This design comes from an exercise in tuning for small area on the open sky130 flow, not from production work.
Function was checked by simulation only, so behaviour that the tests miss may differ from the original.
Power figures rest on the tool's default switching activity, not on a simulated workload.

`flow/design.v`:
```
package cps_pkg;
  typedef enum logic [1:0] {
    R_IDLE,
    R_READY,
    R_RUNNING,
    R_STOPPING
  } run_state_e;
  typedef enum logic [1:0] {
    CMD_NONE  = 2'd0,
    CMD_INIT  = 2'd1,
    CMD_START = 2'd2,
    CMD_STOP  = 2'd3
  } cmd_opcode_e;
  typedef struct packed {
    logic [6-1:0] row_start;
    logic [6-1:0] row_end;
    logic [4-1:0] col_start;
    logic [4-1:0] col_end;
  } readout_window_t;   
  typedef logic [16-1:0][16-1:0] adc_beat_t;
  typedef struct packed {
    logic                cyc;
    logic                stb;
    logic                we;
    logic [3-1:0] adr;
    logic [32-1:0]  dat;
  } wb_req_t;
  typedef struct packed {
    logic               ack;
    logic               err;
    logic [32-1:0] dat;
  } wb_rsp_t;
endpackage
`timescale 1ns/1ps
module event_fifo (
  input  logic                   clk100M,
  input  logic                   rst_command,
  input  logic                   wr,
  input  logic [32-1:0]     wdata,
  input  logic                   rd,
  output logic [32-1:0]     rdata,
  output logic                   empty,
  output logic                   full,
  output logic [7-1:0] level,
  output logic                   prog_full
);
  localparam int AW = $clog2(64);
  logic [32-1:0]     mem [64];
  logic [7-1:0] wr_ptr;   
  logic [7-1:0] rd_ptr;
  logic                   do_wr;
  logic                   do_rd;
  assign do_wr = wr && !full;    
  assign do_rd = rd && !empty;
  always_ff @(posedge clk100M) begin
    if (rst_command) begin
      wr_ptr <= '0;
      rd_ptr <= '0;
    end else begin
      if (do_wr)
        wr_ptr <= wr_ptr + 1'b1;
      if (do_rd)
        rd_ptr <= rd_ptr + 1'b1;
    end
  end
  always_ff @(posedge clk100M) begin
    if (do_wr)
      mem[wr_ptr[AW-1:0]] <= wdata;
  end
  assign rdata = mem[rd_ptr[AW-1:0]];
  assign level     = wr_ptr - rd_ptr;
  assign empty     = (level == '0);
  assign full      = (level == 7'(64));
  assign prog_full = (level >= 7'(48));
endmodule
`timescale 1ns/1ps
module host_cmd_regs (
  input  logic                     clk100M,
  input  logic                     rst_command,
  input  cps_pkg::wb_req_t         wb_req,
  output cps_pkg::wb_rsp_t         wb_rsp,
  output cps_pkg::cmd_opcode_e     cmd,
  output cps_pkg::readout_window_t window,
  input  cps_pkg::run_state_e      run_state,
  input  logic                     veto,
  input  logic                     prog_full,
  input  logic [7-1:0]   fifo_level,
  input  logic                     frame_done,
  output logic                     fifo_rd,
  input  logic [32-1:0]       fifo_rdata,
  input  logic                     fifo_empty
);
  cps_pkg::readout_window_t    pend_win;    
  cps_pkg::cmd_opcode_e        cmd_q;       
  logic               ack_q;
  logic               err_q;
  logic [32-1:0] rdat_q;
  logic [7:0]         frame_cnt;   
  logic               req;
  logic               wr_en;
  logic               rd_data;
  logic [32-1:0] status;
  logic [32-1:0] rd_mux;
  assign req     = wb_req.cyc && wb_req.stb && !ack_q && !err_q;
  assign wr_en   = req && wb_req.we;
  assign rd_data = req && !wb_req.we && (wb_req.adr == 3'd6);
  assign fifo_rd = rd_data && !fifo_empty;   
  assign status = {8'h00, frame_cnt, 8'(fifo_level), 4'h0, prog_full, veto, run_state};
  always_comb begin
    case (wb_req.adr)
      3'd1: rd_mux = 32'(pend_win.row_start);
      3'd2:   rd_mux = 32'(pend_win.row_end);
      3'd3: rd_mux = 32'(pend_win.col_start);
      3'd4:   rd_mux = 32'(pend_win.col_end);
      3'd5:    rd_mux = status;
      3'd6:      rd_mux = fifo_rdata;   
      default:        rd_mux = '0;           
    endcase
  end
  always_ff @(posedge clk100M) begin
    if (rst_command) begin
      ack_q     <= 1'b0;
      err_q     <= 1'b0;
      cmd_q     <= cps_pkg::CMD_NONE;
      cmd       <= cps_pkg::CMD_NONE;
      pend_win  <= '0;
      window    <= '0;
      frame_cnt <= '0;
    end else begin
      ack_q <= req && !(rd_data && fifo_empty);
      err_q <= rd_data && fifo_empty;        
      cmd_q <= (wr_en && wb_req.adr == 3'd0) ? cps_pkg::cmd_opcode_e'(wb_req.dat[1:0]) : cps_pkg::CMD_NONE;
      cmd   <= cmd_q;                        
      if (wr_en) begin
        case (wb_req.adr)
          3'd1: pend_win.row_start <= wb_req.dat[6-1:0];
          3'd2:   pend_win.row_end   <= wb_req.dat[6-1:0];
          3'd3: pend_win.col_start <= wb_req.dat[4-1:0];
          3'd4:   pend_win.col_end   <= wb_req.dat[4-1:0];
          default: ;                         
        endcase
      end
      if (cmd == cps_pkg::CMD_INIT)
        window <= pend_win;                  
      if (frame_done)
        frame_cnt <= frame_cnt + 8'd1;
    end
  end
  always_ff @(posedge clk100M) begin
    if (req)
      rdat_q <= rd_mux;
  end
  assign wb_rsp = {ack_q, err_q, rdat_q};   
endmodule
`timescale 1ns/1ps
module run_control (
  input  logic                 clk100M,
  input  logic                 rst_command,
  input  cps_pkg::cmd_opcode_e cmd,
  input  logic                 frame_done,
  input  logic                 prog_full,
  output cps_pkg::run_state_e  run_state,
  output logic                 veto,
  output logic                 capture_en
);
  localparam int VW = $clog2(450 + 1);
  logic [VW-1:0] veto_cnt;   
  logic          run_phase;
  always_ff @(posedge clk100M) begin
    if (rst_command) begin
      run_state <= cps_pkg::R_IDLE;
    end else begin
      case (run_state)
        cps_pkg::R_IDLE: begin
          if (cmd == cps_pkg::CMD_INIT)
            run_state <= cps_pkg::R_READY;
        end
        cps_pkg::R_READY: begin
          if (cmd == cps_pkg::CMD_START)
            run_state <= cps_pkg::R_RUNNING;    
        end
        cps_pkg::R_RUNNING: begin
          if (cmd == cps_pkg::CMD_STOP)
            run_state <= cps_pkg::R_STOPPING;
        end
        cps_pkg::R_STOPPING: begin
          if (frame_done)
            run_state <= cps_pkg::R_READY;      
        end
        default: run_state <= cps_pkg::R_IDLE;
      endcase
    end
  end
  always_ff @(posedge clk100M) begin
    if (rst_command)
      veto_cnt <= '0;
    else if (veto)
      veto_cnt <= veto_cnt + 1'b1;
  end
  assign veto = (veto_cnt != VW'(450));
  assign run_phase  = (run_state == cps_pkg::R_RUNNING) || (run_state == cps_pkg::R_STOPPING);
  assign capture_en = run_phase && !veto && !prog_full;   
endmodule
`timescale 1ns/1ps
module frame_packer (
  input  logic                     clk100M,
  input  logic                     rst_command,
  input  logic                     beat_valid,
  output logic                     beat_ready,
  input  cps_pkg::adc_beat_t       beat_data,
  input  logic                     frame_start,
  input  cps_pkg::readout_window_t window,
  input  logic                     capture_en,
  output logic                     fifo_wr,
  output logic [32-1:0]       fifo_wdata,
  output logic                     frame_done
);
  localparam int            IW       = $clog2(8);
  localparam logic [IW-1:0] LAST_IDX = IW'(8 - 1);
  logic [6-1:0] row;
  logic [4-1:0] col;
  logic              accept;
  logic              in_win;
  logic              keep;
  logic              at_end;       
  cps_pkg::adc_beat_t         hold_data;
  logic              hold_valid;
  logic              hold_last;
  cps_pkg::adc_beat_t         ser_data;
  logic              ser_busy;
  logic              ser_last;
  logic              ser_free;
  logic [IW-1:0]     ser_idx;      
  logic              end_pend;     
  assign accept = beat_valid && beat_ready;
  assign in_win = (row >= window.row_start) && (row <= window.row_end) &&
                  (col >= window.col_start) && (col <= window.col_end);
  assign keep   = accept && in_win && capture_en;   
  assign at_end = (row == window.row_end) && (col == window.col_end);
  assign beat_ready = !hold_valid && !end_pend;
  always_ff @(posedge clk100M) begin
    if (rst_command || frame_start) begin
      row <= '0;
      col <= '0;
    end else if (accept) begin
      if (col == 4'(16 - 1)) begin
        col <= '0;
        row <= row + 1'b1;             
      end else begin
        col <= col + 1'b1;
      end
    end
  end
  assign ser_free = !ser_busy || (ser_idx == LAST_IDX);   
  always_ff @(posedge clk100M) begin
    if (rst_command) begin
      ser_busy   <= 1'b0;
      ser_idx    <= '0;
      hold_valid <= 1'b0;
      end_pend   <= 1'b0;
    end else begin
      if (ser_free) begin
        ser_idx  <= '0;
        ser_busy <= hold_valid || keep;   
      end else begin
        ser_idx  <= ser_idx + 1'b1;
      end
      if (ser_free && hold_valid)
        hold_valid <= 1'b0;
      else if (!ser_free && keep)
        hold_valid <= 1'b1;               
      if (keep && at_end)
        end_pend <= 1'b1;
      else if (frame_done)
        end_pend <= 1'b0;
    end
  end
  always_ff @(posedge clk100M) begin
    if (ser_free && (hold_valid || keep)) begin
      ser_data <= hold_valid ? hold_data : beat_data;
      ser_last <= hold_valid ? hold_last : at_end;
    end
    if (!ser_free && keep) begin
      hold_data <= beat_data;
      hold_last <= at_end;
    end
  end
  assign fifo_wr    = ser_busy;
  logic [16*16-1:0] ser_flat;
  assign ser_flat   = ser_data;
  assign fifo_wdata = ser_flat[{ser_idx, 5'b00000} +: 32];   
  assign frame_done = ser_busy && (ser_idx == LAST_IDX) && ser_last;
endmodule
`timescale 1ns/1ps
module cps_readout_top (
  input  logic               clk100M,
  input  logic               rst_command,
  input  cps_pkg::wb_req_t   wb_req,
  output cps_pkg::wb_rsp_t   wb_rsp,
  input  logic               beat_valid,
  output logic               beat_ready,
  input  cps_pkg::adc_beat_t beat_data,
  input  logic               frame_start
);
  cps_pkg::cmd_opcode_e            cmd;          
  cps_pkg::readout_window_t        window;       
  cps_pkg::run_state_e             run_state;
  logic                   veto;
  logic                   capture_en;
  logic                   prog_full;
  logic                   frame_done;
  logic                   fifo_wr;
  logic [32-1:0]     fifo_wdata;
  logic                   fifo_rd;
  logic [32-1:0]     fifo_rdata;
  logic                   fifo_empty;
  logic [7-1:0] fifo_level;
  host_cmd_regs u_regs (
    .clk100M     (clk100M),
    .rst_command (rst_command),
    .wb_req      (wb_req),
    .wb_rsp      (wb_rsp),
    .cmd         (cmd),
    .window      (window),
    .run_state   (run_state),
    .veto        (veto),
    .prog_full   (prog_full),
    .fifo_level  (fifo_level),
    .frame_done  (frame_done),
    .fifo_rd     (fifo_rd),
    .fifo_rdata  (fifo_rdata),
    .fifo_empty  (fifo_empty)
  );
  run_control u_run (
    .clk100M     (clk100M),
    .rst_command (rst_command),
    .cmd         (cmd),
    .frame_done  (frame_done),
    .prog_full   (prog_full),
    .run_state   (run_state),
    .veto        (veto),
    .capture_en  (capture_en)
  );
  frame_packer u_packer (
    .clk100M     (clk100M),
    .rst_command (rst_command),
    .beat_valid  (beat_valid),
    .beat_ready  (beat_ready),
    .beat_data   (beat_data),
    .frame_start (frame_start),
    .window      (window),
    .capture_en  (capture_en),
    .fifo_wr     (fifo_wr),
    .fifo_wdata  (fifo_wdata),
    .frame_done  (frame_done)
  );
  event_fifo u_fifo (
    .clk100M     (clk100M),
    .rst_command (rst_command),
    .wr          (fifo_wr),
    .wdata       (fifo_wdata),
    .rd          (fifo_rd),
    .rdata       (fifo_rdata),
    .empty       (fifo_empty),
    .full        (),              
    .level       (fifo_level),
    .prog_full   (prog_full)
  );
endmodule
`timescale 1ns/1ps
module cps_readout (
  input  logic                                 clk100M,
  input  logic                                 rst_command,
  input  logic                                 wb_cyc,
  input  logic                                 wb_stb,
  input  logic                                 wb_we,
  input  logic [3-1:0]                 wb_adr,
  input  logic [32-1:0]                   wb_dat_i,
  output logic                                 wb_ack,
  output logic                                 wb_err,
  output logic [32-1:0]                   wb_dat_o,
  input  logic                                 beat_valid,
  output logic                                 beat_ready,
  input  logic [16*16-1:0]   beat_data,
  input  logic                                 frame_start
);
  cps_pkg::wb_req_t req;
  cps_pkg::wb_rsp_t rsp;
  assign req.cyc = wb_cyc;
  assign req.stb = wb_stb;
  assign req.we  = wb_we;
  assign req.adr = wb_adr;
  assign req.dat = wb_dat_i;
  assign wb_ack   = rsp.ack;
  assign wb_err   = rsp.err;
  assign wb_dat_o = rsp.dat;
  cps_readout_top u_top (
    .clk100M     (clk100M),
    .rst_command (rst_command),
    .wb_req      (req),
    .wb_rsp      (rsp),
    .beat_valid  (beat_valid),
    .beat_ready  (beat_ready),
    .beat_data   (beat_data),
    .frame_start (frame_start)
  );
endmodule
```
`flow/run.sh`:
```
#!/bin/bash
# synth_recipe.tcl (not shown) runs the flow's synth.tcl, then flattens the netlist and writes it again
# the make line also repeats each setting of config.mk as NAME=value (left out here)
make -C /OpenROAD-flow-scripts/flow DESIGN_CONFIG=/design/flow/config.mk WORK_HOME=/design/flow/orfs CLKGATE_MAP_FILE= SYNTH_SCRIPT=/design/flow/synth_recipe.tcl finish
```
`flow/config.mk`:
```
export PLATFORM = sky130hd
export DESIGN_NAME = cps_readout
export DESIGN_NICKNAME = cps_readout
export VERILOG_FILES = /design/flow/design.v
export SDC_FILE = /design/flow/constraint.sdc
export NUM_CORES = 4
export LEC_CHECK = 0
export CAP_MARGIN = 20
export CORE_MARGIN = 2
export CORE_UTILIZATION = 40
export SLEW_MARGIN = 20
```
`flow/constraint.sdc`:
```
create_clock -name core_clock -period 10.0 [get_ports {clk100M}]
set_input_delay 2.0000 -clock core_clock [delete_from_list [all_inputs] [get_ports {clk100M}]]
set_output_delay 2.0000 -clock core_clock [all_outputs]
set_load 0.01 [all_outputs]
```
==> summary.txt <==
[state kept, by name, summed over array words and instances (netlist names), 7 cells and up, named ones only]
register	flops
u_top.u_regs.frame_cnt	8
u_top.u_packer.hold_data	256
u_top.u_run.veto_cnt	9
u_top.u_fifo.mem	2048
u_top.u_fifo.wr_ptr	7
u_top.u_regs.pend_win	20
u_top.u_regs.window	20
u_top.u_fifo.rd_ptr	7
u_top.u_regs.rdat_q	32
u_top.u_packer.ser_data	256
[cell usage in the layout (no fill, tap or decap), drive strengths merged, types with 8 or more instances in the layout]
cell,synthesis,layout
a22oi,33,33
edfxtp,2594,2594
nor2,112,112
and2,13,13
a21oi,90,90
nor2b,40,40
clkbuf,116,357
buf,148,162
o31ai,10,10
xor2,17,17
dfxtp,101,101
nand2b,24,24
nor3,77,77
a221oi,15,15
clkinv,2,107
o22ai,22,22
nand4,11,11
o21ai,29,29
or3,9,9
a32oi,8,8
clkdlybuf4s50,0,305
a211oi,29,29
bufinv,0,18
mux4,619,619
nor4,8,8
nand3,57,57
a31oi,11,11
o211ai,13,13
ha,40,40
inv,32,39
clkinvlp,0,8
mux2i,120,120
nand2,124,124
diode,0,10
xnor2,9,9
mux2,325,325
[power groups by stage]
stage               logic [W]  registers, W  clock network (W)
finish               0.000247        0.0122             0.0102
global route         0.000267        0.0122             0.0108
CTS                  0.000249        0.0122             0.0104
detailed placement   0.000247        0.0125                  0
global placement     0.000242        0.0125                  0
floorplan           0.0000791        0.0125                  0
[worst max-delay path, delay by kind of cell]
family	cells	cell delay [ps]
simple gates	3	1740
compound gates	2	500
buf+inv	3	1300
[logic make-up (layout without fill, tap and decap cells)]
group / Yosys count / count (layout)
AND/OR/NAND/NOR: 508 / 508
buffers and inverters: 298 / 996
other: 0 / 10
AO/OA/AOI/OAI: 290 / 290
multiplexers: 1064 / 1064
XOR/XNOR: 26 / 26
adder cells (fa/ha/maj): 41 / 41
flip-flops: 2695 / 2695
[layer usage]
layer  share of wire [%]  GRT usage (%)  vias to the layer above
li1                    -              -                    21500
met1                  41           29.3                    28000
met2                  48           34.0                     2231
met3                 7.8           3.75                      454
met4                 3.2           6.94                       24
met5               0.063              0                        -
[final cells by class]
class | instances | area share (%)
inverters | 34 | 0.106
multi-input cells | 1929 | 19.9
clock buffers | 357 | 6.31
well taps | 3515 | 3.60
clock inverters | 138 | 0.938
repair buffers | 467 | 3.61
flip-flops and latches | 2695 | 65.5
diodes | 10 | 0.0205
[Yosys cell counts, drive strengths merged (9+ instances only)]
cell type | count | share of area [%]
a211oi | 29 | 0.21
a21oi | 90 | 0.43
a221oi | 15 | 0.12
a22oi | 33 | 0.24
a31oi | 11 | 0.065
and2 | 13 | 0.077
buf | 148 | 0.78
clkbuf | 116 | 0.41
dfxtp | 101 | 1.9
edfxtp | 2594 | 74
ha | 40 | 0.48
inv | 32 | 0.11
mux2 | 325 | 3.5
mux2i | 120 | 1.1
mux4 | 619 | 13
nand2 | 124 | 0.44
nand2b | 24 | 0.14
nand3 | 57 | 0.27
nand4 | 11 | 0.065
nor2 | 112 | 0.40
nor2b | 40 | 0.24
nor3 | 77 | 0.37
o211ai | 13 | 0.093
o21ai | 29 | 0.14
o22ai | 22 | 0.13
o31ai | 10 | 0.071
or3 | 9 | 0.054
xnor2 | 9 | 0.075
xor2 | 17 | 0.14
[worst paths after layout]
kind                                        startpoint                     endpoint  slack (ps)  depth (start not counted)
worst min-delay path             u_top.u_regs.cmd_q[1]          u_top.u_regs.cmd[1]         450                          1
worst max-delay path                        beat_valid  u_top.u_packer.ser_data[56]        4750                          8
worst min register to register   u_top.u_regs.cmd_q[1]          u_top.u_regs.cmd[1]         450                          1
worst max register to register  u_top.u_fifo.wr_ptr[1]  u_top.u_packer.ser_data[56]        4800                         10
[metrics by stage]
step	setup slack (ps)	power, W	hold WS (ps)
6_report	4750	0.0227	451
5_1_grt	4460	0.0233	470
2_1_floorplan	318	0.0125	414
3_3_place_gp	4090	0.0127	425
4_1_cts	4910	0.0229	453
3_5_place_dp	3900	0.0127	439
==> impl_metrics.ini <==
[outcome]
run_status = no timing/DRC/antenna violations

[route]
detail_route.iter0.violations = 7165
ant_nets = 0
routed-via-count = 52300
post_drt_wl_per_cell_um = 30.9
firstDrtPassIters = 6
drt_wl_total_mm = 283
avgViaCountPerCell = 5.72
post-route-drc-count = 0

[global_routing]
antenna_violations_before_repair = 40
grt_pass1_wl_mm = 399
grt.total_usage_pct = 21.1
grt-ovfl-total = 0
grt_start_max_net_pins = 185
grt_pass1_vias = 52700

[sta]
fin_crit_ps = 5250
final_max_slew_viol_count = 0
timing.final.setup_violations = 0
rsz0062_at_grt = false
max_freq_mhz = 191
tightestPinTransition_ps = 1200
maxSlewHeadroom_pct = 19.7
worst_clock_skew_ps = 101
hold_viol_final = 0
finalSetupTns_ps = 0
min_period_over_period_pct = 52.5

[synthesis]
synth.distinct_cells = 69
synthesized_area_per_cell_um2 = 21.4
synth_fp_nets = 5261
combinational_family_with_the_most_area_after_synthesis = multiplexers
synth-async-reset-ratio_pct = 0
yosys.area_share.xor_xnor_pct = 0.216
synth_compound_gate_area_share_pct = 1.81
adder_cell_fraction_of_synth_area_pct = 0.495
syn-cell-area_um2 = 105000
ys_seq_area_share_pct = 76.0
synth_warnings = 4
post_synth_and_or_nand_nor_area_fraction_pct = 2.34
post_synth_inst_count = 4922
number_of_flops_mapped_to_enable_cells_by_yosys = 2594
synth.mux.area_fraction_pct = 17.9
postSynthRegisterBits = 2695
dominantRegCellSynth = edfxtp_1

[power_and_ir_drop]
switching_share_pct = 19.3
power_frac_seq_pct = 54.0
power-per-cell-area_nw_per_um2 = 186
leak_nw = 36.8
combinational_cell_fraction_of_total_power_pct = 1.1
p_switching_w = 0.00437
irDropWorstVdd_mv = 0.193
power_report.internal_total_w = 0.0183
p_clk_share_pct = 44.9

[clocking]
post_cts_resized = 0
cts.htree.levels = 5
clk_transition_reported_paths_ps = 60
tritoncts = built
ctsHoldBuffers = 0
worst_skew_pair.late_latency_ps = 960
cts-root-to-sink-buffers = 4
cts-buffers-inserted = 296
cts_root_buffer_type = clkbuf_16
post-cts-setup-buffers = 0
cts_sinks = 2695

[setup_path]
cp_cell_sequence = clkdlybuf4s50_1, nor3b_1, o211ai_1, nor2b_1, a41oi_1, nor3_4, buf_12, buf_16
crit_path_launch_type = input port
critical_path.slowest_cell = nor3b_1
cp.required_ps = 10530
cpPeakStageDelay_ps = 760
worst_path_fanout_max = 128
worst_setup_end_kind = flip-flop
cp_data_arrival_time_ps = 5780
setup.worst_path.class = input port to flip-flop

[final_layout]
multi_input_area_um2 = 24300
flow.area_growth_from_synthesis_pct = 16.0
fillCellCount = 21700
finish.cell_count_without_fillers = 9145
finish.net_count = 5762
final-seq-area_um2 = 80000
final_core_util_pct = 46.6
finish.instance_area_um2 = 122000
drive_gt1_share_pct = 28.1

[floorplanning]
core-area_um2 = 262000
dieArea_um2 = 267000
start_util_pct = 40.2
die_h_um = 517
die_w_um = 517
placement_rows = 188
ios = 333

[job]
cap_viol_max_count = 0

[placed_design]
placer_s_final_routability_congestion_estimate = 0.873
placed_cells = 8638
placedInstanceArea_um2 = 113000
dp_hpwl_mm = 162
port_buffers = 306

[min_path]
hp-class = flip-flop to flip-flop

==> what the ideal ports hide <==
The results above use ideal ports. As a check the final layout listed here was re-extracted and re-timed, cells and wires unchanged. Step 1 assumes that a clkbuf_16 drives the clock port and a buf_2 every other input. Step 2 adds t to the input delays and takes it off the output delays; t is the mean of the earliest and latest rising clock arrival at the registers after step 1. Input paths then give back, and output paths get back, about the clock's delay inside the block. Slacks: ideal ports / drivers / drivers and shift; pairs: ideal ports / drivers.
t, ns: 1.000
setup WS [ns]: 4.752 / 4.780 / 3.780
hold slack, ns: 0.451 / 0.451 / 0.451
slew at the worst register clock pin (ns): 0.07 / 0.07
cell pins on the clock port's net: 1
After both steps this run still meets setup and hold. The setup slack of this run moves by +0.028 ns with the drivers and by -0.972 ns with both steps.
